Context: an optimization exercise on an open-source flow, tuned for small area. The choices shown serve that exercise and are no tape-out recipe.
In this exercise RTL edits were held to simulation tests only and were not proved equivalent to the original.
Power is estimated from default activity; no workload was simulated.

==> flow/design.v <==
`timescale 1ns/1ps
`default_nettype none
package cpu_pkg;
    localparam logic [3:0] OP_ADD  = 4'h0;
    localparam logic [3:0] OP_SUB  = 4'h1;
    localparam logic [3:0] OP_AND  = 4'h2;
    localparam logic [3:0] OP_OR   = 4'h3;
    localparam logic [3:0] OP_XOR  = 4'h4;
    localparam logic [3:0] OP_NOT  = 4'h5;
    localparam logic [3:0] OP_SLA  = 4'h6;
    localparam logic [3:0] OP_SRA  = 4'h7;
    localparam logic [3:0] OP_LI   = 4'h8;
    localparam logic [3:0] OP_LW   = 4'h9;
    localparam logic [3:0] OP_SW   = 4'hA;
    localparam logic [3:0] OP_BIZ  = 4'hB;
    localparam logic [3:0] OP_BNZ  = 4'hC;
    localparam logic [3:0] OP_HALT = 4'hD;
    localparam logic [3:0] OP_JMP  = 4'hE;
endpackage
`default_nettype wire
`timescale 1ns/1ps
`default_nettype none
module cpu_regfile (
    input  logic        clk,
    input  logic [3:0]  we_lo,    
    input  logic [3:0]  we_hi,    
    input  logic        wbit,     
    input  logic [3:0]  ra,       
    output logic        a         
);
    logic [15:0] regs [16];
    logic [15:0] cur;
    always_ff @(posedge clk) begin
        for (int i = 0; i < 16; i++) begin
            regs[i] <= {(we_lo[i % 4] & we_hi[i / 4]) ? wbit : regs[i][0], regs[i][15:1]};
        end
    end
    always_comb begin
        for (int i = 0; i < 16; i++) cur[i] = regs[i][0];
    end
    assign a = cur[ra];
endmodule
`default_nettype wire
`timescale 1ns/1ps
`default_nettype none
module cpu_top (
    input  logic                   clk,
    input  logic                   rst,
    output logic [8-1:0] mem_addr,
    output logic [16-1:0] mem_wdata,
    output logic                   mem_we,
    output logic                   mem_req_valid,
    input  logic                   mem_req_ready,
    input  logic [16-1:0] mem_rdata,
    output logic                   halted
);
    localparam logic [2:0] S_INIT  = 3'd0;   
    localparam logic [2:0] S_FETCH = 3'd1;
    localparam logic [2:0] S_WAIT  = 3'd2;   
    localparam logic [2:0] S_ROT1  = 3'd3;   
    localparam logic [2:0] S_ROT2  = 3'd4;   
    localparam logic [2:0] S_MEM   = 3'd5;   
    localparam logic [2:0] S_PC    = 3'd6;   
    localparam logic [2:0] S_HALT  = 3'd7;
    logic [2:0]  st;
    logic [3:0]  ph;
    logic [7:0]  pc;
    logic [7:0]  imm;        
    logic [15:0] w;
    logic        c;
    logic        t;          
    logic [15:0] ir;         
    logic [3:0]  op;
    logic        ph0, ph15;
    logic        rot1, rot2, in_pc, init, mem;
    assign ir    = mem_rdata;
    assign op    = ir[15:12];
    assign ph0   = (ph == 4'd0);
    assign ph15  = (ph == 4'd15);
    assign rot1  = (st == S_ROT1);
    assign rot2  = (st == S_ROT2);
    assign in_pc = (st == S_PC);
    assign init  = (st == S_INIT);
    assign mem   = (st == S_MEM);
    logic is_alu2, is_sub, is_br, use_d, is_lw, is_sw;
    assign is_alu2 = (op <= cpu_pkg::OP_XOR);
    assign is_sub  = (op == cpu_pkg::OP_SUB);
    assign is_br   = (op == cpu_pkg::OP_BIZ) | (op == cpu_pkg::OP_BNZ);
    assign is_lw   = (op == cpu_pkg::OP_LW);
    assign is_sw   = (op == cpu_pkg::OP_SW);
    assign use_d   = is_br | is_sw;
    logic [3:0]  we_lo, we_hi;
    logic        wbit;
    logic        wr;
    logic [3:0]  ra;
    logic        a;
    assign ra = (rot1 & is_alu2) ? ir[3:0] : use_d ? ir[11:8] : ir[7:4];
    cpu_regfile regfile_inst (
        .clk   (clk),
        .we_lo (we_lo),
        .we_hi (we_hi),
        .wbit  (wbit),
        .ra    (ra),
        .a     (a)
    );
    logic immbit;
    assign immbit = ph[3] ? imm[7] : imm[ph[2:0]];
    logic xa, xb, cin, sum, cout;
    assign xa = in_pc ? pc[0] : a;
    always_comb begin
        if (in_pc)                       xb = t & immbit;
        else if (is_br)                  xb = 1'b1;      
        else if (op == cpu_pkg::OP_SLA)  xb = a;         
        else                             xb = w[0] ^ is_sub;
    end
    assign cin  = ph0 ? (in_pc | is_sub) : c;
    assign sum  = xa ^ xb ^ cin;
    assign cout = (xa & xb) | (xa & cin) | (xb & cin);
    always_comb begin
        case (op)
            cpu_pkg::OP_ADD, cpu_pkg::OP_SUB: wbit = sum;
            cpu_pkg::OP_AND: wbit = a & w[0];
            cpu_pkg::OP_OR:  wbit = a | w[0];
            cpu_pkg::OP_XOR: wbit = a ^ w[0];
            cpu_pkg::OP_NOT: wbit = ~a;
            cpu_pkg::OP_SLA: wbit = cin;
            cpu_pkg::OP_SRA: wbit = ph15 ? w[0] : w[1];
            cpu_pkg::OP_LI:  wbit = immbit;
            default:         wbit = w[0];        
        endcase
        if (init) wbit = 1'b0;
    end
    assign wr = rot2 & (op <= cpu_pkg::OP_LW);
    always_comb begin
        for (int i = 0; i < 4; i++) begin
            we_lo[i] = init | (wr & (ir[9:8] == 2'(i)));
            we_hi[i] = init | (ir[11:10] == 2'(i));
        end
    end
    assign mem_req_valid = (st == S_FETCH) | mem;
    assign mem_addr      = mem ? imm : pc;
    assign mem_we        = mem & is_sw_q;
    assign mem_wdata     = w;
    assign halted        = (st == S_HALT);
    logic is_sw_q;
    assign is_sw_q = t;
    logic taken;
    assign taken = (op == cpu_pkg::OP_JMP) | ((op == cpu_pkg::OP_BIZ) & ~cout)
                 | ((op == cpu_pkg::OP_BNZ) & cout);
    always_ff @(posedge clk or negedge rst) begin
        if (!rst) begin
            st <= S_INIT;
            ph <= 4'd0;
        end else begin
            ph <= ph + 4'd1;
            case (st)
                S_INIT:  if (ph15) st <= S_FETCH;
                S_FETCH: if (mem_req_ready) begin
                    if (is_lw)                            st <= S_MEM;
                    else if (op == cpu_pkg::OP_HALT)      st <= S_HALT;
                    else                                  st <= S_WAIT;
                end
                S_WAIT:  if (ph15) st <= S_ROT1;
                S_ROT1:  if (ph15) st <= is_sw ? S_MEM : S_ROT2;
                S_ROT2:  if (ph15) st <= S_PC;
                S_MEM:   if (mem_req_ready) st <= is_sw_q ? S_ROT2 : S_WAIT;
                S_PC:    if (ph == 4'd7) st <= S_FETCH;
                default: st <= S_HALT;
            endcase
        end
    end
    always_ff @(posedge clk) begin
        if (st == S_FETCH) imm <= ir[7:0];
        if (init || in_pc) pc <= {sum & ~init, pc[7:1]};
        if (mem && !is_sw_q)                  w <= mem_rdata;
        else if ((rot1 && !is_lw) || rot2)    w <= {a, w[15:1]};
        c <= cout;
        if (rot2)      t <= taken;
        else if (rot1) t <= is_sw;
        else if (st == S_FETCH) t <= 1'b0;
    end
endmodule
`default_nettype wire
==> flow/run.sh <==
#!/bin/bash
# synth_recipe.tcl (not shown) runs the flow's synth.tcl, then flattens the netlist and writes it again
# the make line also repeats each setting of config.mk as NAME=value (left out here)
make -C /OpenROAD-flow-scripts/flow DESIGN_CONFIG=/design/flow/config.mk WORK_HOME=/design/flow/orfs CLKGATE_MAP_FILE= SYNTH_SCRIPT=/design/flow/synth_recipe.tcl finish
==> flow/config.mk <==
export PLATFORM = sky130hd
export DESIGN_NAME = cpu_top
export DESIGN_NICKNAME = cpu_top
export VERILOG_FILES = /design/flow/design.v
export SDC_FILE = /design/flow/constraint.sdc
export NUM_CORES = 4
export LEC_CHECK = 0
export ABC_AREA = 1
export CAP_MARGIN = 20
export CORE_MARGIN = 2
export CORE_UTILIZATION = 40
export CTS_BUF_LIST = sky130_fd_sc_hd__clkbuf_8
export CTS_CLUSTER_DIAMETER = 60
export CTS_CLUSTER_SIZE = 20
export SLEW_MARGIN = 20
export SYNTH_HIERARCHICAL = 1
==> flow/constraint.sdc <==
create_clock -name core_clock -period 10.0 [get_ports {clk}]
set_input_delay 2.0000 -clock core_clock [delete_from_list [all_inputs] [get_ports {clk}]]
set_output_delay 2.0000 -clock core_clock [all_outputs]
set_load 0.01 [all_outputs]
==> results of run 1 <==
## Yosys stat by module (local to each module, per instance)
| module | copies in the design | cells | cell area [sq um] | flip-flops and latches |
|---|---|---|---|---|
| cpu_top | 1 | 291 | 2420 | 41 |
| cpu_regfile | 1 | 348 | 5580 | 256 |
## cell usage after synthesis (2+ instances only)
library cell | n | area [sq um]
ha_1 | 4 | 50.1
nand2_4 | 2 | 22.5
a31oi_1 | 17 | 106
o31ai_1 | 4 | 30.0
nand2_1 | 109 | 409
o211ai_1 | 4 | 30.0
nand2_2 | 4 | 25.0
dfxtp_1 | 257 | 5140
o21ai_1 | 12 | 60.1
nor2_2 | 4 | 25.0
nand3_1 | 36 | 180
inv_2 | 6 | 22.5
buf_2 | 10 | 50.1
o21ai_0 | 18 | 90.1
inv_1 | 53 | 199
nor2_1 | 18 | 67.6
buf_6 | 3 | 33.8
a21oi_1 | 16 | 80.1
nor2_4 | 2 | 22.5
dfrtp_1 | 7 | 175
and2_1 | 2 | 12.5
o21ai_2 | 6 | 52.6
edfxtp_1 | 33 | 991
## logic make-up after synthesis
kind of cell / after synthesis / share of synthesized area
buf+inv: 75 / 0.0405
fa+ha+maj: 5 / 0.00876
compound gates: 81 / 0.0608
flops: 297 / 0.789
simple gates: 179 / 0.0988
xor+xnor: 2 / 0.00219
## state kept, by name (all words and copies together) (netlist names)
name / count
pc: 8
regfile_inst.regs: 256
c: 1
imm: 8
t: 1
ph: 4
st: 3
w: 16
## critical path, delay by kind of cell
kind | cells | cell delay, ps
buf+inv | 4 | 900
compound gates | 3 | 710
simple gates | 20 | 1870
fa+ha+maj | 1 | 470
## final timing paths
check	slack, ps	endpoint	cells after the start	startpoint
setup / recovery	4360	regfile_inst.regs[7][15]	28	mem_rdata[13]
hold / removal	320	regfile_inst.regs[3][6]	0	regfile_inst.regs[3][7]
setup reg to reg	5940	regfile_inst.regs[7][15]	25	st[2]
hold reg to reg	320	regfile_inst.regs[3][6]	0	regfile_inst.regs[3][7]
max in group asynchronous	8040	st[1]	1	rst
min in group asynchronous	1730	ph[3]	1	rst
## layer usage
metal,routed length (microns),up-vias,part of all wire
li1,-,2146,-
met1,6610,2009,0.49
met2,5920,89,0.43
met3,678,26,0.050
met4,401,0,0.029
met5,0,-,0
## power by group
part	switching, mW	leakage [nW]	internal, mW
Combinational	0.0306	1.08	0.0181
Clock	0.334	0.175	0.214
Sequential	0.000118	2.45	1.20
## cell type report
| cell class | count | area (sq um) | area share |
|---|---|---|---|
| clock buffers | 20 | 275 | 0.0304 |
| flip-flops and latches | 297 | 6310 | 0.698 |
| well taps | 265 | 332 | 0.0367 |
| inverters | 61 | 236 | 0.0261 |
| repair buffers | 46 | 455 | 0.0504 |
| clock inverters | 5 | 63.8 | 0.00705 |
| multi-input cells | 267 | 1370 | 0.152 |
## per-stage QoR
stage / hold slack, ps / cells / utilization / setup slack (ps) / power, mW
6_report: 320 / 961 / 0.463 / 4360 / 1.80
5_1_grt: 328 / 961 / 0.463 / 3880 / 1.87
4_1_cts: 321 / 960 / 0.463 / 4060 / 1.83
3_5_place_dp: 312 / 935 / 0.445 / 3490 / 1.28
3_3_place_gp: 310 / 935 / 0.445 / 3590 / 1.28
2_1_floorplan: 310 / 639 / - / 5080 / 1.26
==> results by group, run 1 <==
Run status
  • Status: finished clean

Placement
  • HPWL Detailed: 9730 microns
  • Placer Congestion: 0.895
  • Placed cell area: 8690 sq um
  • I/O Buffers: 45

CTS
  • Clk pin slew, worst setup/hold paths: 110 ps
  • Hold-fix buffers, CTS: 0
  • Maximum clock path buffer count: 3
  • Worst-Skew Late Latency: 530 ps
  • Setup Fix Bufs, Post-CTS: 0
  • CTS Sinks: 297
  • CTS tree: done
  • Cts bufs inserted: 19
  • Resize count post-CTS: 0
  • Htree depth: 1
  • CTS root buffer: clkbuf_8

Power and ir drop
  • Leak: 3.70 nW
  • Power per Cell Area: 199 nW/um^2
  • Peak supply drop: 0.142 mV

STA
  • Slew HR: 0.263
  • RSZ-0062 raised after global routing: false
  • Maximum clock rate: 0.177 GHz
  • Setup TNS: 0 ps
  • Period utilization: 0.564
  • Worst Clk Skew: 18.3 ps
  • Max-slew violations: 0
  • Final setup violation count: 0
  • Worst-margin pin slew: 1100 ps
  • Final hold violation count: 0
  • Min Tclk post-route: 5640 ps

Drt
  • DRC errors left: 0
  • Vias/cell: 4.44
  • WL final: 13600 microns
  • WL per Instance: 14.2 microns
  • DR vias: 4270
  • First DRT Iteration DRCs: 231
  • Total iterations of the first detailed-routing run: 4
  • Routed Antenna Nets: 0

Floorplanning
  • Area of the die: 21100 sq um
  • Initial Utilization: 0.410
  • Total core area: 19500 sq um
  • Top-Level Pins: 46
  • Die X: 145 microns
  • Row Count: 51
  • Die height: 145 microns

Worst setup path
  • Worst Setup End Kind: flop
  • CP max-delay cell: clkdlybuf4s50_1
  • Critical path class: in -> reg
  • Crit path DAT: 5980 ps
  • Crit-path most repeated cell: nand2_1
  • Critical Path Start Type: input port
  • Crit Path Max Fanout: 16
  • Max stage delay on crit path: 570 ps
  • Worst endpoint required time: 10340 ps

Synthesis
  • Warnings, synthesis: 9
  • Post-Syn Nets: 663
  • Post-synth EDFFs: 33
  • Synthesized instance count: 639
  • Mean post-synth cell area: 12.5 sq um
  • Sequential area share after synthesis: 0.789
  • Area of the mapped netlist: 8000 sq um
  • Synth async-reset ratio: 0.0236
  • Number of synthesized register bits: 297
  • Ys flop type: dfxtp_1
  • Count of cell types in the netlist: 35

Finish
  • Most common cell after layout, fill and taps aside: dfxtp_1
  • Most frequent cells in the layout: dfxtp_1, nand2_1, inv_1
  • # fillers: 1814
  • Share of layout cells above drive strength 1: 0.0776
  • Post-route cell area: 9040 sq um
  • Nets@finish: 716
  • N_diodes: 0
  • P&R area growth vs syn: 13.1%

Global route
  • Layer with the highest usage: met2
  • Met2 Usage GRT: 0.199
  • Vias in the first global route: 4268
  • GRT Util Overall: 0.129
  • Initial antenna violation count: 0
  • Gr ovfl total: 0
  • Largest net degree at the start of global routing: 25
  • First-pass GRT wire length: 22100 microns
  • GR Util met3: 0.0295
  • M1 GR Usage: 0.180

Run
  • Max-Cap Viols: 0

Hold path
  • Hold Crit Class: reg -> reg
==> run 2: changes to the inputs <==
--- a/flow/config.mk
+++ b/flow/config.mk
@@ -5,7 +5,6 @@
 export SDC_FILE = /design/flow/constraint.sdc
 export NUM_CORES = 4
 export LEC_CHECK = 0
-export ABC_AREA = 1
 export CAP_MARGIN = 20
 export CORE_MARGIN = 2
 export CORE_UTILIZATION = 40
==> results by group, run 2 <==
Synthesis
  • Ranking of synthesized cells by area: dfxtp_1, edfxtp_1, mux2_2 (was dfxtp_1, edfxtp_1, nand2_1)
  • Synthesized instance count: 515 (was 639)
  • Synth async-reset ratio: 0.0236 (unchanged)
  • Share of the synthesized area in the top cell type: 0.646 (was 0.643)
  • Synth cell count leaders: dfxtp_1, edfxtp_1, nand2_1, mux2_2, nor2_1 (was dfxtp_1, nand2_1, inv_1, nand3_1, edfxtp_1)
  • Number of synthesized register bits: 297 (unchanged)
  • Ys flop type: dfxtp_1 (unchanged)
  • Sequential area share after synthesis: 0.792 (was 0.789)
  • Top-count cell post-synth: dfxtp_1 (unchanged)
  • Cell accounting for the most synthesized area: dfxtp_1 (unchanged)
  • Mean post-synth cell area: 15.5 sq um (was 12.5 sq um)
  • Count of cell types in the netlist: 58 (was 35)
  • Post-synth EDFFs: 33 (unchanged)
  • Post-Syn Nets: 539 (was 663)
  • Area of the mapped netlist: 7970 sq um (was 8000 sq um)
  • Warnings, synthesis: 9 (unchanged)

Finish
  • Reg area: 6310 sq um (unchanged)
  • P&R area growth vs syn: 13.5% (was 13.1%)
  • Most frequent cells in the layout: dfxtp_1, clkdlybuf4s50_1, edfxtp_1 (was dfxtp_1, nand2_1, inv_1)
  • # fillers: 1725 (was 1814)
  • Most common cell after layout, fill and taps aside: dfxtp_1 (unchanged)
  • Biggest register: regfile_inst.regs (unchanged)
  • Nets@finish: 593 (was 716)
  • Regs by FF count: regfile_inst.regs: 256 flops, w: 16 flops (unchanged)
  • Max FFs per register: 256 (unchanged)
  • N_diodes: 0 (unchanged)
  • Multi-input combinational cell area: 1550 sq um (was 1370 sq um)
  • Share of layout cells above drive strength 1: 0.113 (was 0.0776)
  • Post-route cell area: 9040 sq um (about the same)

Floorplanning
  • Die X: 145 microns (about the same)
  • Area of the die: 21100 sq um (about the same)
  • Initial Utilization: 0.408 (was 0.410)
  • Row Count: 51 (unchanged)
  • Top-Level Pins: 46 (unchanged)
  • Die height: 145 microns (about the same)
  • Total core area: 19500 sq um (unchanged)

Power and ir drop
  • Combinational power share: 0.155 (was 0.027)
  • Sequential share of power: 0.627 (was 0.669)
  • Power per Cell Area: 280 nW/um^2 (was 199 nW/um^2)
  • Sw Ratio: 0.258 (was 0.203)
  • Clock share of power: 0.219 (was 0.304)
  • P_sw: 0.655 mW (was 0.364 mW)
  • Internal power: 1.88 mW (was 1.43 mW)
  • Peak supply drop: 0.149 mV (was 0.142 mV)
  • Leak: 3.52 nW (was 3.70 nW)

STA
  • Final hold violation count: 0 (unchanged)
  • Setup TNS: 0 ps (unchanged)
  • Min Tclk post-route: 6800 ps (was 5640 ps)
  • RSZ-0062 raised after global routing: false (unchanged)
  • Slew HR: 0.523 (was 0.263)
  • Worst-margin pin slew: 714 ps (was 1100 ps)
  • Period utilization: 0.680 (was 0.564)
  • Worst Clk Skew: 26.1 ps (was 18.3 ps)
  • Maximum clock rate: 0.147 GHz (was 0.177 GHz)
  • Max-slew violations: 0 (unchanged)
  • Final setup violation count: 0 (unchanged)

Drt
  • First DRT Iteration DRCs: 177 (was 231)
  • WL per Instance: 15.6 microns (was 14.2 microns)
  • Vias/cell: 4.48 (was 4.44)
  • DRC errors left: 0 (unchanged)
  • Total iterations of the first detailed-routing run: 4 (unchanged)
  • Routed Antenna Nets: 0 (unchanged)
  • DR vias: 3767 (was 4270)
  • WL final: 13100 microns (was 13600 microns)

Worst setup path
  • Worst Setup End Kind: flop (unchanged)
  • Worst endpoint required time: 10440 ps (was 10340 ps)
  • Critical Path Start Type: input port (unchanged)
  • Crit path launch: mem_rdata[12] (was mem_rdata[13])
  • Worst r2r dst: regfile_inst.regs[7][15] (unchanged)
  • Crit path capture: regfile_inst.regs[7][15] (unchanged)
  • Crit Path Max Fanout: 16 (unchanged)
  • Crit path DAT: 7240 ps (was 5980 ps)
  • RR Startpoint: st[0] (was st[2])
  • Reg2Reg Depth: 16 (was 25)
  • R2R Setup Slk: 4830 ps (was 5940 ps)
  • Critical path class: in -> reg (unchanged)

Global route
  • First-pass GRT wire length: 20900 microns (was 22100 microns)
  • GRT Util Overall: 0.125 (was 0.129)
  • Vias in the first global route: 3751 (was 4268)
  • Gr ovfl total: 0 (unchanged)
  • Initial antenna violation count: 0 (unchanged)
  • Largest net degree at the start of global routing: 22 (was 25)

Placement
  • Placer Congestion: 0.793 (was 0.895)
  • Placed cell area: 8680 sq um (was 8690 sq um)
  • I/O Buffers: 45 (unchanged)
  • HPWL Detailed: 8850 microns (was 9730 microns)

CTS
  • Clk pin slew, worst setup/hold paths: 120 ps (was 110 ps)
  • Worst-Skew Late Latency: 550 ps (was 530 ps)
  • Hold-fix buffers, CTS: 0 (unchanged)
  • CTS Sinks: 297 (unchanged)
  • CTS tree: done (unchanged)
  • Resize count post-CTS: 0 (unchanged)
  • CTS root buffer: clkbuf_8 (unchanged)
  • Maximum clock path buffer count: 3 (unchanged)
  • Htree depth: 1 (unchanged)
  • Cts bufs inserted: 20 (was 19)
  • Setup Fix Bufs, Post-CTS: 0 (unchanged)

Hold path
  • Start point of the worst hold path: regfile_inst.regs[8][2] (was regfile_inst.regs[3][7])
  • Hold Crit Class: reg -> reg (unchanged)

Run
  • Max-Cap Viols: 0 (unchanged)

Run status
  • Status: finished clean (unchanged)
## run 2: layer usage
layer / vias to the layer above / global-route usage / share of wire
li1: 1853 / - / -
met2: 86 / 0.194 / 0.44
met1: 1805 / 0.172 / 0.49
met3: 23 / 0.0277 / 0.046
met5: - / 0 / 0
met4: 0 / 0.0461 / 0.028
## run 2: power groups by stage
| stage | clock network (mW) | logic (mW) | registers [mW] |
|---|---|---|---|
| 4_1_cts | 0.576 | 0.397 | 1.60 |
| 6_report | 0.554 | 0.393 | 1.59 |
| 3_3_place_gp | 0 | 0.395 | 1.62 |
| 2_1_floorplan | 0 | 0.213 | 1.58 |
| 5_1_grt | 0.619 | 0.426 | 1.62 |
| 3_5_place_dp | 0 | 0.397 | 1.62 |
## run 2: kinds of logic after synthesis
group / after synthesis / synth area share
xor gates and xnor gates: 4 / 0.00440
AOI/OAI and AO/OA: 49 / 0.0427
muxes: 56 / 0.0867
buffers and inverters: 24 / 0.0141
adders and majority gates: 5 / 0.00880
and+or+nand+nor: 80 / 0.0510
DFF: 297 / 0.792
## run 2: area by class of cell
type                    count  share of cell area
repair buffers             46              0.0506
inverters                  10             0.00415
flip-flops and latches    297               0.698
well taps                 265              0.0367
multi-input cells         194               0.171
clock inverters             8             0.00899
clock buffers              20              0.0304
## run 2: critical path, stage by stage
cell	delay [ps]
clkdlybuf4s50_1	770
and2b_1	310
nor2b_1	170
o21ai_2	290
mux2i_1	120
a21oi_1	420
mux4_1	620
mux2i_1	140
mux2i_1	140
nor3_1	170
o21ai_0	100
nand3_1	130
o31ai_2	90
fa_1	470
a22oi_1	170
o32ai_1	120
a211oi_1	330
a31oi_2	310
mux2_2	360
## run 2: per-module statistics from Yosys (local to each module, per instance)
module	cells inside	area (sq um)	times used
cpu_regfile	296	5500	1
cpu_top	219	2460	1
## run 2: worst min path at each step
stage | end | slack [ps] | cells past startpoint
floorplan | regfile_inst.regs[0][0] | 310 | 0
global placement | regfile_inst.regs[0][6] | 310 | 0
detailed placement | regfile_inst.regs[10][4] | 310 | 0
CTS | regfile_inst.regs[8][11] | 330 | 0
global route | regfile_inst.regs[8][11] | 330 | 0
finish | regfile_inst.regs[8][1] | 320 | 0
## run 2: metrics by stage
| step | setup slack (ps) | utilization | hold slack [ps] | power [mW] | instances |
|---|---|---|---|---|---|
| 2_1_floorplan | 4010 | - | 310 | 1.79 | 515 |
| 3_3_place_gp | 2620 | 0.445 | 310 | 2.01 | 812 |
| 3_5_place_dp | 2400 | 0.445 | 312 | 2.02 | 812 |
| 4_1_cts | 2980 | 0.463 | 332 | 2.57 | 840 |
| 5_1_grt | 2820 | 0.463 | 335 | 2.66 | 840 |
| 6_report | 3200 | 0.463 | 316 | 2.54 | 840 |
==> run 3: changes to the inputs <==
==> flow/flow/run.sh (new file) <==
#!/bin/bash
set -euo pipefail
export BUFFER_PORTS_ARGS="-buffer_cell sky130_fd_sc_hd__buf_1"
bash standard.sh > standard.log 2>&1
==> flow/standard.sh (new file) <==
#!/bin/bash
# synth_recipe.tcl (not shown) runs the flow's synth.tcl, then flattens the netlist and writes it again
# the make line also repeats each setting of config.mk as NAME=value (left out here)
make -C /OpenROAD-flow-scripts/flow DESIGN_CONFIG=/design/flow/config.mk WORK_HOME=/design/flow/orfs CLKGATE_MAP_FILE= SYNTH_SCRIPT=/design/flow/synth_recipe.tcl "${@:-finish}"
removed: flow/run.sh
==> results by group, run 3 <==
STA
  • Min Tclk post-route: 6490 ps (was 6800 ps)
  • Setup TNS: 0 ps (unchanged)
  • Slew HR: 0.471 (was 0.523)
  • Period utilization: 0.649 (was 0.680)
  • Worst Clk Skew: 34.9 ps (was 26.1 ps)
  • Final hold violation count: 0 (unchanged)
  • RSZ-0062 raised after global routing: false (unchanged)
  • Maximum clock rate: 0.154 GHz (was 0.147 GHz)
  • Max-slew violations: 0 (unchanged)
  • Fin worst setup slack: 3510 ps (was 3200 ps)
  • Final setup violation count: 0 (unchanged)
  • Worst-margin pin slew: 794 ps (was 714 ps)

Floorplanning
  • Initial Utilization: 0.408 (unchanged)
  • Die X: 145 microns (unchanged)
  • Die height: 145 microns (unchanged)
  • Row Count: 51 (unchanged)
  • Top-Level Pins: 46 (unchanged)
  • Area of the die: 21100 sq um (unchanged)
  • Total core area: 19500 sq um (unchanged)

Synthesis
  • Share of the synthesized area in the top cell type: 0.646 (unchanged)
  • Number of synthesized register bits: 297 (unchanged)
  • Area of the mapped netlist: 7970 sq um (unchanged)
  • Ys flop type: dfxtp_1 (unchanged)
  • Post-Syn Nets: 539 (unchanged)
  • Synth async-reset ratio: 0.0236 (unchanged)
  • Synth cell count leaders: dfxtp_1, edfxtp_1, nand2_1, mux2_2, nor2_1 (unchanged)
  • Top-count cell post-synth: dfxtp_1 (unchanged)
  • Mean post-synth cell area: 15.5 sq um (unchanged)
  • Synthesized instance count: 515 (unchanged)
  • Count of cell types in the netlist: 58 (unchanged)
  • Sequential area share after synthesis: 0.792 (unchanged)
  • Cell accounting for the most synthesized area: dfxtp_1 (unchanged)
  • Warnings, synthesis: 9 (unchanged)
  • Post-synth EDFFs: 33 (unchanged)
  • Ranking of synthesized cells by area: dfxtp_1, edfxtp_1, mux2_2 (unchanged)

Placement
  • Dpl ws: 2740 ps (was 2400 ps)
  • I/O Buffers: 45 (unchanged)
  • Placed cell area: 8400 sq um (was 8680 sq um)
  • Placer Congestion: 0.853 (was 0.793)
  • HPWL Detailed: 9040 microns (was 8850 microns)

CTS
  • Htree depth: 1 (unchanged)
  • Cts bufs inserted: 20 (unchanged)
  • CTS tree: done (unchanged)
  • CTS root buffer: clkbuf_8 (unchanged)
  • Hold-fix buffers, CTS: 0 (unchanged)
  • Setup Fix Bufs, Post-CTS: 0 (unchanged)
  • CTS Sinks: 297 (unchanged)
  • Clk pin slew, worst setup/hold paths: 120 ps (about the same)
  • Resize count post-CTS: 0 (unchanged)
  • Worst-Skew Late Latency: 550 ps (about the same)
  • Maximum clock path buffer count: 3 (unchanged)

Worst setup path
  • R2R Setup Slk: 4820 ps (was 4830 ps)
  • Worst r2r dst: regfile_inst.regs[4][15] (was regfile_inst.regs[7][15])
  • Crit path cell chain: buf_1 -> and2b_1 -> nor2b_1 -> o21ai_2 -> mux2i_1 -> a21oi_1 -> mux4_1 -> mux2i_1 -> mux2i_1 -> nor3_1 -> o21ai_0 -> nand3_1 -> o31ai_2 -> fa_1 -> a22oi_1 -> o32ai_1 -> a211oi_1 -> a31oi_2 -> mux2_2 (was clkdlybuf4s50_1 -> and2b_1 -> nor2b_1 -> o21ai_2 -> mux2i_1 -> a21oi_1 -> mux4_1 -> mux2i_1 -> mux2i_1 -> nor3_1 -> o21ai_0 -> nand3_1 -> o31ai_2 -> fa_1 -> a22oi_1 -> o32ai_1 -> a211oi_1 -> a31oi_2 -> mux2_2)
  • Worst Setup End Kind: flop (unchanged)
  • RR Startpoint: st[0] (unchanged)
  • Reg2Reg Depth: 16 (unchanged)
  • Buf+Inv Stages, Crit Path: 1 (unchanged)
  • Critical Path Start Type: input port (unchanged)
  • CP max-delay cell: mux4_1 (was clkdlybuf4s50_1)
  • Worst endpoint required time: 10430 ps (was 10440 ps)
  • Max stage delay on crit path: 620 ps (was 770 ps)
  • Crit path DAT: 6910 ps (was 7240 ps)
  • Crit-path most repeated cell: mux2i_1 (unchanged)
  • Critical path class: in -> reg (unchanged)
  • Crit Path Max Fanout: 16 (unchanged)
  • Crit path max-delay family: compound AO/OA/AOI/OAI gates (unchanged)

Finish
  • P&R area growth vs syn: 10.3% (was 13.5%)
  • N_diodes: 0 (unchanged)
  • Most common cell after layout, fill and taps aside: dfxtp_1 (unchanged)
  • Biggest register: regfile_inst.regs (unchanged)
  • Most frequent cells in the layout: dfxtp_1, buf_1, edfxtp_1 (was dfxtp_1, clkdlybuf4s50_1, edfxtp_1)
  • Max FFs per register: 256 (unchanged)
  • Regs by FF count: regfile_inst.regs: 256 flops, w: 16 flops (unchanged)
  • Share of layout cells above drive strength 1: 0.116 (was 0.113)
  • Nets@finish: 593 (unchanged)
  • Post-route cell area: 8780 sq um (was 9040 sq um)

Drt
  • DRC errors left: 0 (unchanged)
  • Total iterations of the first detailed-routing run: 4 (unchanged)
  • Routed Antenna Nets: 0 (unchanged)
  • WL final: 13200 microns (was 13100 microns)
  • Vias/cell: 4.56 (was 4.48)
  • First DRT Iteration DRCs: 221 (was 177)
  • WL per Instance: 15.7 microns (was 15.6 microns)
  • DR vias: 3843 (was 3767)

Global route
  • GRT Util Overall: 0.127 (was 0.125)
  • Largest net degree at the start of global routing: 22 (unchanged)
  • Initial antenna violation count: 0 (unchanged)
  • Vias in the first global route: 3873 (was 3751)
  • Gr ovfl total: 0 (unchanged)
  • First-pass GRT wire length: 21200 microns (was 20900 microns)

Hold path
  • Start point of the worst hold path: regfile_inst.regs[5][1] (was regfile_inst.regs[8][2])
  • Worst Hold Path EP: regfile_inst.regs[5][0] (was regfile_inst.regs[8][1])
  • Hold Crit Class: reg -> reg (unchanged)
  • Number of cells on the worst hold path: 0 (unchanged)

Power and ir drop
  • Leak: 3.41 nW (was 3.52 nW)
  • Power per Cell Area: 282 nW/um^2 (was 280 nW/um^2)
  • Peak supply drop: 0.128 mV (was 0.149 mV)

Run status
  • Status: finished clean (unchanged)

Run
  • Max-Cap Viols: 0 (unchanged)
-- run 3: cell counts after synthesis --
No cell type changed its count.
-- run 3: final cells by class --
cell class,instances,area (sq um)
clock buffers,22,303
fillers,1781,10700
clock inverters,9,75.1
flip-flops and latches,297,6310
repair buffers,46,176
well taps,265,332
inverters,10,37.5
multi-input cells,194,1550
-- run 3: stage by stage --
stage	utilization	hold WS [ps]	total power, mW	cells
3_5_place_dp	0.430	312	1.94	812
5_1_grt	0.450	316	2.61	843
2_1_floorplan	-	310	1.79	515
3_3_place_gp	0.430	310	1.92	812
6_report	0.450	306	2.48	843
4_1_cts	0.450	306	2.51	843
-- run 3: kinds of logic (layout without fill, tap and decap cells) --
family | Yosys count | after routing | synth area share
adder cells (fa/ha/maj) | 5 | 5 | 0.00880
AND/OR/NAND/NOR | 80 | 80 | 0.0510
multiplexers | 56 | 56 | 0.0867
XOR/XNOR | 4 | 4 | 0.00440
AO/OA/AOI/OAI | 49 | 49 | 0.0427
flip-flops | 297 | 297 | 0.792
buffers and inverters | 24 | 87 | 0.0141
-- run 3: per-module statistics from Yosys (local to each module, per instance) --
module | flip-flops and latches | copies in the design | area, sq um | cells inside
cpu_regfile | 256 | 1 | 5500 | 296
cpu_top | 41 | 1 | 2460 | 219
-- run 3: worst max path at each step --
stage                                    end     startpoint  cells past startpoint
global route        regfile_inst.regs[4][15]  mem_rdata[12]                     19
CTS                 regfile_inst.regs[4][15]  mem_rdata[12]                     19
detailed placement  regfile_inst.regs[4][15]  mem_rdata[12]                     19
floorplan           regfile_inst.regs[0][15]  mem_rdata[13]                     19
global placement    regfile_inst.regs[0][15]  mem_rdata[12]                     19
finish              regfile_inst.regs[4][15]  mem_rdata[12]                     19
-- run 3: worst reg2reg max path: stages (launching register included) --
cell	delay [ps]
dfrtp_1	680
nor2b_1	330
nand4_1	350
a21oi_1	510
mux4_1	620
mux2i_1	150
mux2i_1	160
nor3_1	180
o21ai_0	100
nand3_1	140
o31ai_2	90
fa_1	490
a22oi_1	170
o32ai_1	120
a211oi_1	300
a31oi_2	310
mux2_2	370
-- run 3: per-layer routing --
layer | global-route usage | wire, microns | up-vias
li1 | - | - | 1850
met1 | 0.174 | 6240 | 1871
met2 | 0.204 | 6050 | 101
met3 | 0.0274 | 645 | 21
met4 | 0.0373 | 301 | 0
met5 | 0 | 0 | -
-- run 3: where the power goes --
| part | switching [mW] | total (mW) | internal (mW) |
|---|---|---|---|
| combinational | 0.192 | 0.318 | 0.127 |
| sequential | 0.108 | 1.59 | 1.48 |
| clock | 0.359 | 0.571 | 0.212 |
==> run 4: changes to the inputs <==
--- a/flow/config.mk
+++ b/flow/config.mk
@@ -9,7 +9,7 @@
 export CORE_MARGIN = 2
 export CORE_UTILIZATION = 40
 export CTS_BUF_LIST = sky130_fd_sc_hd__clkbuf_8
-export CTS_CLUSTER_DIAMETER = 60
-export CTS_CLUSTER_SIZE = 20
+export CTS_CLUSTER_DIAMETER = 50
+export CTS_CLUSTER_SIZE = 24
 export SLEW_MARGIN = 20
 export SYNTH_HIERARCHICAL = 1
==> results by group, run 4 <==
CTS
  • Hold-fix buffers, CTS: 0 (unchanged)
  • CTS Sinks: 297 (unchanged)
  • CTS root buffer: clkbuf_8 (unchanged)
  • Cts bufs inserted: 24 (was 20)
  • Resize count post-CTS: 0 (unchanged)
  • Setup Fix Bufs, Post-CTS: 0 (unchanged)
  • Htree depth: 1 (unchanged)
  • Worst-Skew Late Latency: 580 ps (was 550 ps)
  • Clk pin slew, worst setup/hold paths: 120 ps (about the same)
  • CTS tree: done (unchanged)
  • Maximum clock path buffer count: 3 (unchanged)

Synthesis
  • Post-Syn Nets: 539 (unchanged)
  • Mean post-synth cell area: 15.5 sq um (unchanged)
  • Sequential area share after synthesis: 0.792 (unchanged)
  • Ranking of synthesized cells by area: dfxtp_1, edfxtp_1, mux2_2 (unchanged)
  • Ys flop type: dfxtp_1 (unchanged)
  • Count of cell types in the netlist: 58 (unchanged)
  • Number of synthesized register bits: 297 (unchanged)
  • Post-synth EDFFs: 33 (unchanged)
  • Area of the mapped netlist: 7970 sq um (unchanged)
  • Share of the synthesized area in the top cell type: 0.646 (unchanged)
  • Top-count cell post-synth: dfxtp_1 (unchanged)
  • Synth async-reset ratio: 0.0236 (unchanged)
  • Cell accounting for the most synthesized area: dfxtp_1 (unchanged)
  • Synth cell count leaders: dfxtp_1, edfxtp_1, nand2_1, mux2_2, nor2_1 (unchanged)
  • Warnings, synthesis: 9 (unchanged)
  • Synthesized instance count: 515 (unchanged)

Global route
  • Largest net degree at the start of global routing: 25 (was 22)
  • Vias in the first global route: 3923 (was 3873)
  • Initial antenna violation count: 0 (unchanged)
  • GRT Util Overall: 0.128 (was 0.127)
  • First-pass GRT wire length: 21500 microns (was 21200 microns)
  • Gr ovfl total: 0 (unchanged)

Worst setup path
  • Critical path class: in -> reg (unchanged)
  • Crit path DAT: 6900 ps (was 6910 ps)
  • Critical Path Start Type: input port (unchanged)
  • Worst Setup End Kind: flop (unchanged)
  • Worst endpoint required time: 10450 ps (was 10430 ps)
  • Crit Path Max Fanout: 16 (unchanged)

STA
  • Setup TNS: 0 ps (unchanged)
  • Final hold slack: 313 ps (was 306 ps)
  • Worst Clk Skew: 29.3 ps (was 34.9 ps)
  • Slew HR: 0.479 (was 0.471)
  • Final setup violation count: 0 (unchanged)
  • Maximum clock rate: 0.155 GHz (was 0.154 GHz)
  • Worst-margin pin slew: 782 ps (was 794 ps)
  • Min Tclk post-route: 6450 ps (was 6490 ps)
  • Max-slew violations: 0 (unchanged)
  • Period utilization: 0.645 (was 0.649)
  • RSZ-0062 raised after global routing: false (unchanged)
  • Final hold violation count: 0 (unchanged)

Finish
  • Share of layout cells above drive strength 1: 0.139 (was 0.116)
  • Regs by FF count: regfile_inst.regs: 256 flops, w: 16 flops (unchanged)
  • Max FFs per register: 256 (unchanged)
  • Multi-input combinational cell area: 1550 sq um (unchanged)
  • Biggest register: regfile_inst.regs (unchanged)
  • Most frequent cells in the layout: dfxtp_1, buf_1, edfxtp_1 (unchanged)
  • Nets@finish: 597 (was 593)
  • P&R area growth vs syn: 13.2% (was 10.3%)
  • # fillers: 1763 (was 1781)
  • Most common cell after layout, fill and taps aside: dfxtp_1 (unchanged)
  • Reg area: 6310 sq um (unchanged)
  • N_diodes: 0 (unchanged)

Floorplanning
  • Initial Utilization: 0.408 (unchanged)
  • Area of the die: 21100 sq um (unchanged)
  • Top-Level Pins: 46 (unchanged)
  • Die X: 145 microns (unchanged)
  • Die height: 145 microns (unchanged)
  • Total core area: 19500 sq um (unchanged)
  • Row Count: 51 (unchanged)

Run status
  • Status: finished clean (unchanged)

Power and ir drop
  • P_sw: 0.756 mW (was 0.659 mW)
  • Power per Cell Area: 297 nW/um^2 (was 282 nW/um^2)
  • Combinational power share: 0.119 (was 0.128)
  • Sequential share of power: 0.595 (was 0.641)
  • Internal power: 1.92 mW (was 1.82 mW)
  • Clock share of power: 0.286 (was 0.230)
  • Peak supply drop: 0.179 mV (was 0.128 mV)
  • Leak: 3.51 nW (was 3.41 nW)
  • Sw Ratio: 0.283 (was 0.266)

Drt
  • Total iterations of the first detailed-routing run: 4 (unchanged)
  • DR vias: 3868 (was 3843)
  • First DRT Iteration DRCs: 217 (was 221)
  • WL final: 13300 microns (was 13200 microns)
  • DRC errors left: 0 (unchanged)
  • Vias/cell: 4.52 (was 4.56)
  • Routed Antenna Nets: 0 (unchanged)
  • WL per Instance: 15.6 microns (was 15.7 microns)

Placement
  • HPWL Detailed: 9040 microns (unchanged)
  • I/O Buffers: 45 (unchanged)
  • Placer Congestion: 0.853 (unchanged)

Run
  • Max-Cap Viols: 0 (unchanged)

Hold path
  • Hold Crit Class: reg -> reg (unchanged)
## run 4: power groups by stage
stage | clock, mW | sequential [mW] | combinational, mW
4_1_cts | 0.789 | 1.60 | 0.320
3_5_place_dp | 0 | 1.62 | 0.319
3_3_place_gp | 0 | 1.61 | 0.314
6_report | 0.765 | 1.59 | 0.318
5_1_grt | 0.838 | 1.62 | 0.350
2_1_floorplan | 0 | 1.58 | 0.213
## run 4: area by class of cell
class / instances / share of cell area
clock buffers: 25 / 0.0382
clock inverters: 18 / 0.0294
repair buffers: 46 / 0.0196
well taps: 265 / 0.0368
multi-input cells: 194 / 0.172
flip-flops and latches: 297 / 0.700
inverters: 10 / 0.00416
## run 4: logic make-up (layout without fill, tap and decap cells)
group           after synthesis  after routing  share of synthesized area
simple gates                 80             80                     0.0510
xor+xnor                      4              4                    0.00440
fa+ha+maj                     5              5                    0.00880
mux                          56             56                     0.0867
flops                       297            297                      0.792
compound gates               49             49                     0.0427
buf+inv                      24             99                     0.0141
## run 4: stage by stage
stage	worst slack, ps	util	instances	total power [mW]	cell area, sq um
final	3550	0.462	855	2.67	9010
after global routing	3140	0.462	855	2.81	9010
after CTS	3330	0.461	855	2.70	9010
after detailed placement	2740	0.430	812	1.94	8400
after global placement	2960	0.430	812	1.92	8400
after floorplan	4010	-	515	1.79	7970
## run 4: per-module statistics from Yosys (local to each module, per instance)
module | times used | area [sq um] | cells inside | flops+latches
cpu_top | 1 | 2460 | 219 | 41
cpu_regfile | 1 | 5500 | 296 | 256
## run 4: path summary, 6_finish.rpt
path / startpoint / endpoint / slack, ps / cells after the start
min in group asynchronous: rst / ph[3] / 1320 / 1
hold reg to reg: regfile_inst.regs[1][3] / regfile_inst.regs[1][2] / 310 / 0
max in group asynchronous: rst / st[2] / 8410 / 1
setup / recovery: mem_rdata[14] / regfile_inst.regs[9][15] / 3550 / 19
setup reg to reg: st[0] / regfile_inst.regs[9][15] / 4760 / 16
hold / removal: regfile_inst.regs[1][3] / regfile_inst.regs[1][2] / 310 / 0
## run 4: critical path: stages
cell,delay (ps)
buf_1,480
and2b_1,320
nor2b_1,190
o21ai_2,130
mux2i_1,160
a21oi_1,400
mux4_1,620
mux2i_1,140
mux2i_1,160
nor3_1,190
o21ai_0,100
nand3_1,140
o31ai_2,90
fa_1,480
a22oi_1,170
o32ai_1,120
a211oi_1,300
a31oi_2,310
mux2_2,360
## run 4: per-layer routing
| metal | part of all wire | track usage | up-vias | wire length (microns) |
|---|---|---|---|---|
| met1 | 0.47 | 0.175 | 1868 | 6230 |
| met3 | 0.048 | 0.0277 | 30 | 643 |
| li1 | - | - | 1869 | - |
| met5 | 0 | 0 | - | 0 |
| met2 | 0.46 | 0.206 | 101 | 6120 |
| met4 | 0.027 | 0.0407 | 0 | 354 |
==> run 5: changes to the inputs <==
--- a/flow/config.mk
+++ b/flow/config.mk
@@ -8,8 +8,8 @@
 export CAP_MARGIN = 20
 export CORE_MARGIN = 2
 export CORE_UTILIZATION = 40
-export CTS_BUF_LIST = sky130_fd_sc_hd__clkbuf_8
-export CTS_CLUSTER_DIAMETER = 50
-export CTS_CLUSTER_SIZE = 24
+export CTS_BUF_LIST = sky130_fd_sc_hd__clkbuf_16
+export CTS_CLUSTER_DIAMETER = 80
+export CTS_CLUSTER_SIZE = 30
 export SLEW_MARGIN = 20
 export SYNTH_HIERARCHICAL = 1
==> results by group, run 5 <==
Synthesis
  • Count of cell types in the netlist: 58 (unchanged)
  • Top-count cell post-synth: dfxtp_1 (unchanged)
  • Synth Area in Adders: 0.00880 (unchanged)
  • Post-Syn Nets: 539 (unchanged)
  • Complex-gate fraction of the synthesized area: 0.0427 (unchanged)
  • Ys flop type: dfxtp_1 (unchanged)
  • Mux cell area share after synthesis: 0.0867 (unchanged)
  • Share of the synthesized area in the top cell type: 0.646 (unchanged)
  • Synth cell count leaders: dfxtp_1, edfxtp_1, nand2_1, mux2_2, nor2_1 (unchanged)
  • Simple-gate share of the synthesized area: 0.0510 (unchanged)
  • Ranking of synthesized cells by area: dfxtp_1, edfxtp_1, mux2_2 (unchanged)
  • Synth async-reset ratio: 0.0236 (unchanged)
  • Cell accounting for the most synthesized area: dfxtp_1 (unchanged)
  • Synthesized instance count: 515 (unchanged)
  • Sequential area share after synthesis: 0.792 (unchanged)
  • Area of the mapped netlist: 7970 sq um (unchanged)
  • Post-Synth XOR/XNOR Area: 0.00440 (unchanged)
  • Post-synth EDFFs: 33 (unchanged)
  • Number of synthesized register bits: 297 (unchanged)
  • Mean post-synth cell area: 15.5 sq um (unchanged)
  • Largest family of logic cells by synthesized area: multiplexers (unchanged)
  • Warnings, synthesis: 9 (unchanged)

STA
  • Final hold violation count: 0 (unchanged)
  • Max-slew violations: 0 (unchanged)
  • Worst Clk Skew: 25.4 ps (was 29.3 ps)
  • Maximum clock rate: 0.154 GHz (was 0.155 GHz)
  • Final setup violation count: 0 (unchanged)
  • Min Tclk post-route: 6480 ps (was 6450 ps)
  • Worst-margin pin slew: 773 ps (was 782 ps)
  • Period utilization: 0.648 (was 0.645)
  • Setup TNS: 0 ps (unchanged)
  • RSZ-0062 raised after global routing: false (unchanged)
  • Slew HR: 0.485 (was 0.479)
  • Final hold slack: 320 ps (was 313 ps)

Drt
  • DR vias: 3750 (was 3868)
  • Vias/cell: 4.51 (was 4.52)
  • Total iterations of the first detailed-routing run: 5 (was 4)
  • Routed Antenna Nets: 0 (unchanged)
  • WL final: 13000 microns (was 13300 microns)
  • WL per Instance: 15.6 microns (about the same)
  • First DRT Iteration DRCs: 258 (was 217)
  • DRC errors left: 0 (unchanged)

Finish
  • Biggest register: regfile_inst.regs (unchanged)
  • Most frequent cells in the layout: dfxtp_1, buf_1, edfxtp_1 (unchanged)
  • Most common cell after layout, fill and taps aside: dfxtp_1 (unchanged)
  • N_diodes: 0 (unchanged)
  • Nets@finish: 587 (was 597)
  • Regs by FF count: regfile_inst.regs: 256 flops, w: 16 flops (unchanged)
  • Share of layout cells above drive strength 1: 0.101 (was 0.139)
  • P&R area growth vs syn: 10.6% (was 13.2%)
  • Max FFs per register: 256 (unchanged)

Worst setup path
  • Worst endpoint required time: 10380 ps (was 10450 ps)
  • Crit path launch: mem_rdata[12] (was mem_rdata[14])
  • Worst r2r dst: regfile_inst.regs[4][15] (was regfile_inst.regs[9][15])
  • Critical path class: in -> reg (unchanged)
  • Worst Setup End Kind: flop (unchanged)
  • Reg2Reg Depth: 16 (unchanged)
  • Crit Path Max Fanout: 16 (unchanged)
  • Crit path capture: regfile_inst.regs[4][15] (was regfile_inst.regs[9][15])
  • Critical Path Start Type: input port (unchanged)
  • R2R Setup Slk: 4880 ps (was 4760 ps)
  • RR Startpoint: st[0] (unchanged)
  • Crit path DAT: 6870 ps (was 6900 ps)

Power and ir drop
  • Leak: 3.41 nW (was 3.51 nW)
  • Power per Cell Area: 287 nW/um^2 (was 297 nW/um^2)
  • Peak supply drop: 0.149 mV (was 0.179 mV)

Run
  • Max-Cap Viols: 0 (unchanged)

CTS
  • CTS tree: done (unchanged)
  • Resize count post-CTS: 0 (unchanged)
  • Clk pin slew, worst setup/hold paths: 110 ps (was 120 ps)
  • Cts bufs inserted: 14 (was 24)
  • Htree depth: 1 (unchanged)
  • Hold-fix buffers, CTS: 0 (unchanged)
  • Setup Fix Bufs, Post-CTS: 0 (unchanged)
  • CTS Sinks: 297 (unchanged)
  • Worst-Skew Late Latency: 490 ps (was 580 ps)
  • Maximum clock path buffer count: 3 (unchanged)
  • CTS root buffer: clkbuf_16 (was clkbuf_8)

Placement
  • I/O Buffers: 45 (unchanged)
  • HPWL Detailed: 9040 microns (unchanged)
  • Placer Congestion: 0.853 (unchanged)

Global route
  • Gr ovfl total: 0 (unchanged)
  • First-pass GRT wire length: 21000 microns (was 21500 microns)
  • Met2 Usage GRT: 0.201 (was 0.206)
  • GR Util met3: 0.0277 (unchanged)
  • GRT Util Overall: 0.125 (was 0.128)
  • Vias in the first global route: 3810 (was 3923)
  • M1 GR Usage: 0.175 (about the same)
  • Largest net degree at the start of global routing: 32 (was 25)
  • Initial antenna violation count: 0 (unchanged)
  • Layer with the highest usage: met2 (unchanged)

Floorplanning
  • Die height: 145 microns (unchanged)
  • Initial Utilization: 0.408 (unchanged)
  • Area of the die: 21100 sq um (unchanged)
  • Total core area: 19500 sq um (unchanged)
  • Top-Level Pins: 46 (unchanged)
  • Row Count: 51 (unchanged)
  • Die X: 145 microns (unchanged)

Hold path
  • Hold Crit Class: reg -> reg (unchanged)
  • Start point of the worst hold path: regfile_inst.regs[14][5] (was regfile_inst.regs[1][3])
  • Number of cells on the worst hold path: 0 (unchanged)

Run status
  • Status: finished clean (unchanged)
run 5: metrics by stage:
step	area (sq um)	utilization	power [mW]	setup slack (ps)	instances
3_5_place_dp	8400	0.430	1.94	2740	812
3_3_place_gp	8400	0.430	1.92	2960	812
2_1_floorplan	7970	-	1.79	4010	515
4_1_cts	8810	0.451	2.56	3250	832
6_report	8810	0.451	2.53	3520	832
5_1_grt	8810	0.451	2.66	3070	832
run 5: kinds of logic after synthesis:
family | after synthesis
flops | 297
simple gates | 80
mux | 56
compound gates | 49
buf+inv | 24
fa+ha+maj | 5
xor+xnor | 4
run 5: how the worst min path moves through the flow:
| stage | to | slack, ps |
|---|---|---|
| after floorplan | regfile_inst.regs[0][0] | 310 |
| after global placement | regfile_inst.regs[11][2] | 310 |
| after detailed placement | regfile_inst.regs[14][6] | 310 |
| after CTS | regfile_inst.regs[14][4] | 310 |
| after global routing | regfile_inst.regs[14][4] | 320 |
| final | regfile_inst.regs[14][4] | 320 |
run 5: metal layers:
metal | routed length (microns) | part of all wire | vias up
met3 | 598 | 0.046 | 14
met4 | 190 | 0.015 | 0
met5 | 0 | 0 | -
met1 | 6210 | 0.48 | 1817
met2 | 5970 | 0.46 | 79
li1 | - | - | 1840
run 5: layout make-up:
class / count / area (sq um)
Inverter: 10 / 37.5
Fill cell: 1774 / 10700
Multi-Input combinational cell: 194 / 1550
Clock buffer: 14 / 350
Timing Repair Buffer: 46 / 176
Sequential cell: 297 / 6310
Tap cell: 265 / 332
Clock inverter: 6 / 58.8
run 5: power by group:
group / total (mW) / leakage, nW / internal [mW] / switching [mW]
clock network: 0.618 / 0.209 / 0.267 / 0.351
registers: 1.59 / 2.48 / 1.48 / 0.108
logic: 0.318 / 0.724 / 0.127 / 0.190
run 5: Yosys stat by module (local to each module, per instance):
| module | cells | cell area, sq um |
|---|---|---|
| cpu_regfile | 296 | 5500 |
| cpu_top | 219 | 2460 |
run 5: worst max-delay path, cell delays in order:
cell      delay, ps
buf_1           400
and2b_1         310
nor2b_1         160
o21ai_2         280
mux2i_1         120
a21oi_1         400
mux4_1          620
mux2i_1         140
mux2i_1         160
nor3_1          190
o21ai_0         100
nand3_1         140
o31ai_2          90
fa_1            490
a22oi_1         170
o32ai_1         120
a211oi_1        300
a31oi_2         310
mux2_2          370

-- afterwards: timing with drivers on the ports --
Ports are ideal in the flow. The routed layouts listed here were re-timed in OpenROAD.
Step 1 assumes that a clkbuf_16 drives the clock port and a buf_2 every other input.
Step 2 moves the port delays by t, midway between the first and last clock arrival at a register: inputs arrive t later, outputs are due t later. That takes back most of the time a late clock gives input paths.
Three values: ideal, step 1, step 2; two values: the first two.
| run | t, ns | setup slack, ns | hold WS [ns] | slew at the worst register clock pin (ns) | worst slew at a driven data input, ns |
|---|---|---|---|---|---|
| run 1 | 0.550 | 4.363 / 4.370 / 3.820 | 0.320 / 0.320 / 0.320 | 0.11 / 0.11 | 0.03 |
| run 2 | 0.578 | 3.200 / 3.190 / 2.612 | 0.316 / 0.316 / 0.316 | 0.12 / 0.12 | 0.05 |
| run 3 | 0.572 | 3.515 / 3.502 / 2.931 | 0.306 / 0.306 / 0.306 | 0.12 / 0.12 | 0.06 |
| run 4 | 0.598 | 3.546 / 3.538 / 2.940 | 0.313 / 0.313 / 0.313 | 0.13 / 0.13 | 0.06 |
| run 5 | 0.516 | 3.516 / 3.511 / 2.995 | 0.320 / 0.320 / 0.320 | 0.11 / 0.11 | 0.06 |
After both steps setup and hold are still met in every run listed. For run 4, which loses most, drivers alone change the setup slack by -0.008 ns; drivers and shift together by -0.606 ns.
